Context: an optimization exercise on an open-source flow, tuned for small area, a short achievable clock period and few clock cycles per item. The choices shown serve that exercise and are no tape-out recipe.
Function was checked by simulation only, so behaviour that the tests miss may differ from the original.
Power and IR drop assume default switching activity.

Setup of job 101:
## sorted_two_list_merge_top
module sorted_two_list_merge_top (
  input  wire logic         clk,
  input  wire logic         rst,
  input  wire logic         in_valid,
  output      logic         in_ready,
  input  wire logic [1:0]   action,
  input  wire logic [31:0]  item_value,
  output      logic         out_valid,
  input  wire logic         out_ready,
  output      logic [31:0]  merged_value,
  output      logic [1:0]   status,
  output      logic         last
);
  localparam int D = stlm_pkg::LIST_DEPTH_DEF;
  logic        mv, sv;           
  logic [1:0]  mact, sact;
  logic signed [31:0] mval;
  logic [31:0] sval;
  logic        m_a, m_b;         
  logic        consume;
  logic        m_free;
  assign in_ready = !sv;
  assign m_free   = !mv || consume;
  always_ff @(posedge clk) begin
    if (rst) begin
      mv  <= 1'b0;
      sv  <= 1'b0;
      m_a <= 1'b0;
      m_b <= 1'b0;
    end else if (m_free) begin
      mv  <= sv || in_valid;
      sv  <= 1'b0;
      m_a <= sv ? (sact == stlm_pkg::ACT_LOAD_A) : (in_valid && (action == stlm_pkg::ACT_LOAD_A));
      m_b <= sv ? (sact == stlm_pkg::ACT_LOAD_B) : (in_valid && (action == stlm_pkg::ACT_LOAD_B));
    end else begin
      sv  <= sv || in_valid;
    end
  end
  always_ff @(posedge clk) begin
    if (!sv) begin
      sact <= action;
      sval <= item_value;
    end
    if (m_free) begin
      mact <= sv ? sact : action;
      mval <= sv ? sval : item_value;
    end
  end
  logic [31:0] mem_a [D];
  logic [31:0] mem_b [D];
  logic [4:0]  wp_a, wp_b;       
  logic [D-1:0] hp_a, hp_b;      
  logic [5:0]  occ_a, occ_b;     
  logic [31:0] rn_a, rn_b;       
  logic signed [31:0] h_a, h_b;  
  logic [5:0]  ln_a, ln_b;       
  logic        uns_a, uns_b;     
  logic signed [31:0] tl_a, tl_b;   
  always_comb begin
    rn_a = '0;
    rn_b = '0;
    for (int i = 0; i < D; i++) begin
      rn_a = rn_a | (mem_a[(i + 1) % D] & {32{hp_a[i]}});
      rn_b = rn_b | (mem_b[(i + 1) % D] & {32{hp_b[i]}});
    end
  end
  logic        j0v, j1v;
  logic [1:0]  j0st, j1st;
  logic [5:0]  ra, rb;           
  logic [5:0]  j1a, j1b;
  logic        go;               
  logic        emit;             
  logic        j0_merge;
  logic        take_a;
  logic        pop_a, pop_b;
  logic        e_last;
  logic        done;
  logic [31:0] e_val;
  ...
Size in the first run: roughly 5500 cells after synthesis, about 0.092 mm2 of cells after synthesis.
clock: 8.0 ns
lec_check: 0
abc_clock_period_in_ps: 3000
cap_margin: 20
core_margin: 2
core_utilization: 55
cts_cluster_diameter: 100
cts_cluster_size: 30
setup_slack_margin: 4.6
slew_margin: 20
synth_hierarchical: 1
run.sh (not shown) runs the stock make flow with config.mk's settings and CLKGATE_MAP_FILE= SYNTH_SCRIPT=/design/flow/synth_recipe.tcl, a recipe that flattens the netlist after the stock synthesis.
Status job 101: flow complete, layout not clean - max-capacitance violations, max-slew violations
Testbench counts of job 101, summed over its fixed seeds: cycles 4,343, items 3,618.
The following lists how job 102 was set up differently from job 101:
Settings: CTS_CLUSTER_SIZE changed from 30 to 24; CTS_CLUSTER_DIAMETER changed from 100 to 70.
Results
- Every stage of the flow completed for job 102, and the final layout passed the timing, DRC and antenna checks.
- Looking at count of buffers not belonging to the clock network in the layout, job 102 sits 3.1% below job 101.
- Job 101 and job 102 ended up with roughly the same routed wire length.
- Re clock transition at the register clock pins on the worst setup and hold paths after CTS: job 102 and job 101 aren't equal, and the higher value belongs to job 101.
- Between job 102 and job 101, the fraction of cell area in non-clock buffers is lower for job 102.
- Compared with job 101, job 102 shows a fraction of area in multi-input gates that is 0.51 points lower.
- In the final design statistics, job 102 uses more standard cells in total than job 101.
- Job 102 ended up with a higher post-synthesis to final-layout area growth than job 101 did.

Setup of oak:
Another version of the RTL of sorted_two_list_merge_top (not shown whole).
Size in the first run: about 0.092 mm^2 of cells after synthesis.
// sorted_two_list_merge_top
module sorted_two_list_merge_top (
  input  wire logic         clk,
  input  wire logic         rst,
  input  wire logic         in_valid,
  output      logic         in_ready,
  input  wire logic [1:0]   action,
  input  wire logic [31:0]  item_value,
  output      logic         out_valid,
  input  wire logic         out_ready,
  output      logic [31:0]  merged_value,
  output      logic [1:0]   status,
  output      logic         last
);
clock: 8.0 ns
lec_check: 0
abc_clock_period_in_ps: 3000
cap_margin: 20
core_margin: 2
core_utilization: 55
cts_cluster_diameter: 70
cts_cluster_size: 24
setup_slack_margin: 5.0
slew_margin: 20
synth_hierarchical: 1
oak: all stages complete, timing, DRC and antenna checks passed
Testbench counts of oak, summed over its fixed seeds: cycles 4,343, items 3,618.
Changes in pine relative to oak:
- swapping 24 for 30 in CTS_CLUSTER_SIZE
- swapping 5.0 for 4.6 in SETUP_SLACK_MARGIN
- swapping 70 for 100 in CTS_CLUSTER_DIAMETER
==> run summary <==
Summary of pine over oak: area used by sequential logic in the layout flat, half-perimeter wire length of the detailed placement result moved up, routed wire length has decreased, register share of total power +6.3 points.
Summary of pine over oak: worst clock skew rose by 0.0046 ns; design internal power fell by 1800 uW; clock buffer count in the final layout fell by 33; time the worst path needs with I/O delays and setup rose by 0.068 ns.

sorted_two_list_merge_top, a different RTL version from the one above (not shown whole).
Size: roughly 5700 cells after synthesis, roughly 93000 sq um of cells after synthesis.
make LEC_CHECK=0 ABC_CLOCK_PERIOD_IN_PS=3000 CAP_MARGIN=20 CORE_MARGIN=2 CORE_UTILIZATION=55 CTS_CLUSTER_DIAMETER=70 CTS_CLUSTER_SIZE=24 SETUP_SLACK_MARGIN=4.6 SLEW_MARGIN=20 SYNTH_HIERARCHICAL=1 finish   # period 8.0 ns
The first run completed with no timing, DRC or antenna violations.
Testbench counts at the start, summed over its fixed seeds: cycles 4,305, items 3,618.
Edit:
- CTS_CLUSTER_DIAMETER: 70 -> 100
- CTS_CLUSTER_SIZE: 24 -> 30
Effect: Register-to-register slack gets better by 50 ps. Final cell count came out lower slightly. Power falls by a little under a tenth. Wire length shrinks slightly. Via count shrinks slightly. Setup slack gets better by 53 ps. Die area stays the same. Sequential share of layout area goes up by 1.4 points.

## what the ideal ports hide
How much do the figures lean on ideal ports? The routed layouts below were timed once more, with nothing changed but the port constraints. Step 1 (the two cells are an assumption about what drives the block):
set clk [get_ports {clk}]
set_driving_cell -lib_cell sky130_fd_sc_hd__clkbuf_16 $clk
set_driving_cell -lib_cell sky130_fd_sc_hd__buf_2 [delete_from_list [all_inputs] $clk]
Step 2 moves the port delays by t, midway between the first and last clock arrival at a register: inputs arrive t later, outputs are due t later. That takes back most of the time a late clock gives input paths. a / b / c = no drivers / after step 1 / after step 2; a / b = the first two.
| run | t (ns) | slack for setup (ns) | hold slack, ns | clock arrival spread, ns | worst register clock-pin slew, ns |
|---|---|---|---|---|---|
| job 101 | 0.850 | 4.406 / 4.406 / 4.406 | 0.474 / 0.474 / 0.474 | 0.047 / 0.046 | 0.13 / 0.13 |
| job 102 | 0.889 | 4.592 / 4.554 / 4.509 | 0.470 / 0.470 / 0.470 | 0.032 / 0.033 | 0.10 / 0.10 |
| oak | 0.903 | 4.679 / 4.597 / 4.723 | 0.456 / 0.456 / 0.456 | 0.034 / 0.034 | 0.10 / 0.10 |
| pine | 0.832 | 4.612 / 4.531 / 4.665 | 0.462 / 0.462 / 0.462 | 0.040 / 0.040 | 0.12 / 0.12 |
| the first run of note 3 | 0.885 | 4.555 / 4.547 / 4.555 | 0.454 / 0.454 / 0.454 | 0.034 / 0.034 | 0.10 / 0.10 |
| the second run of note 3 | 0.851 | 4.608 / 4.545 / 4.608 | 0.458 / 0.458 / 0.458 | 0.052 / 0.052 | 0.12 / 0.12 |
For job 102, which loses most, drivers alone change the setup slack by -0.038 ns; drivers and shift together by -0.083 ns.
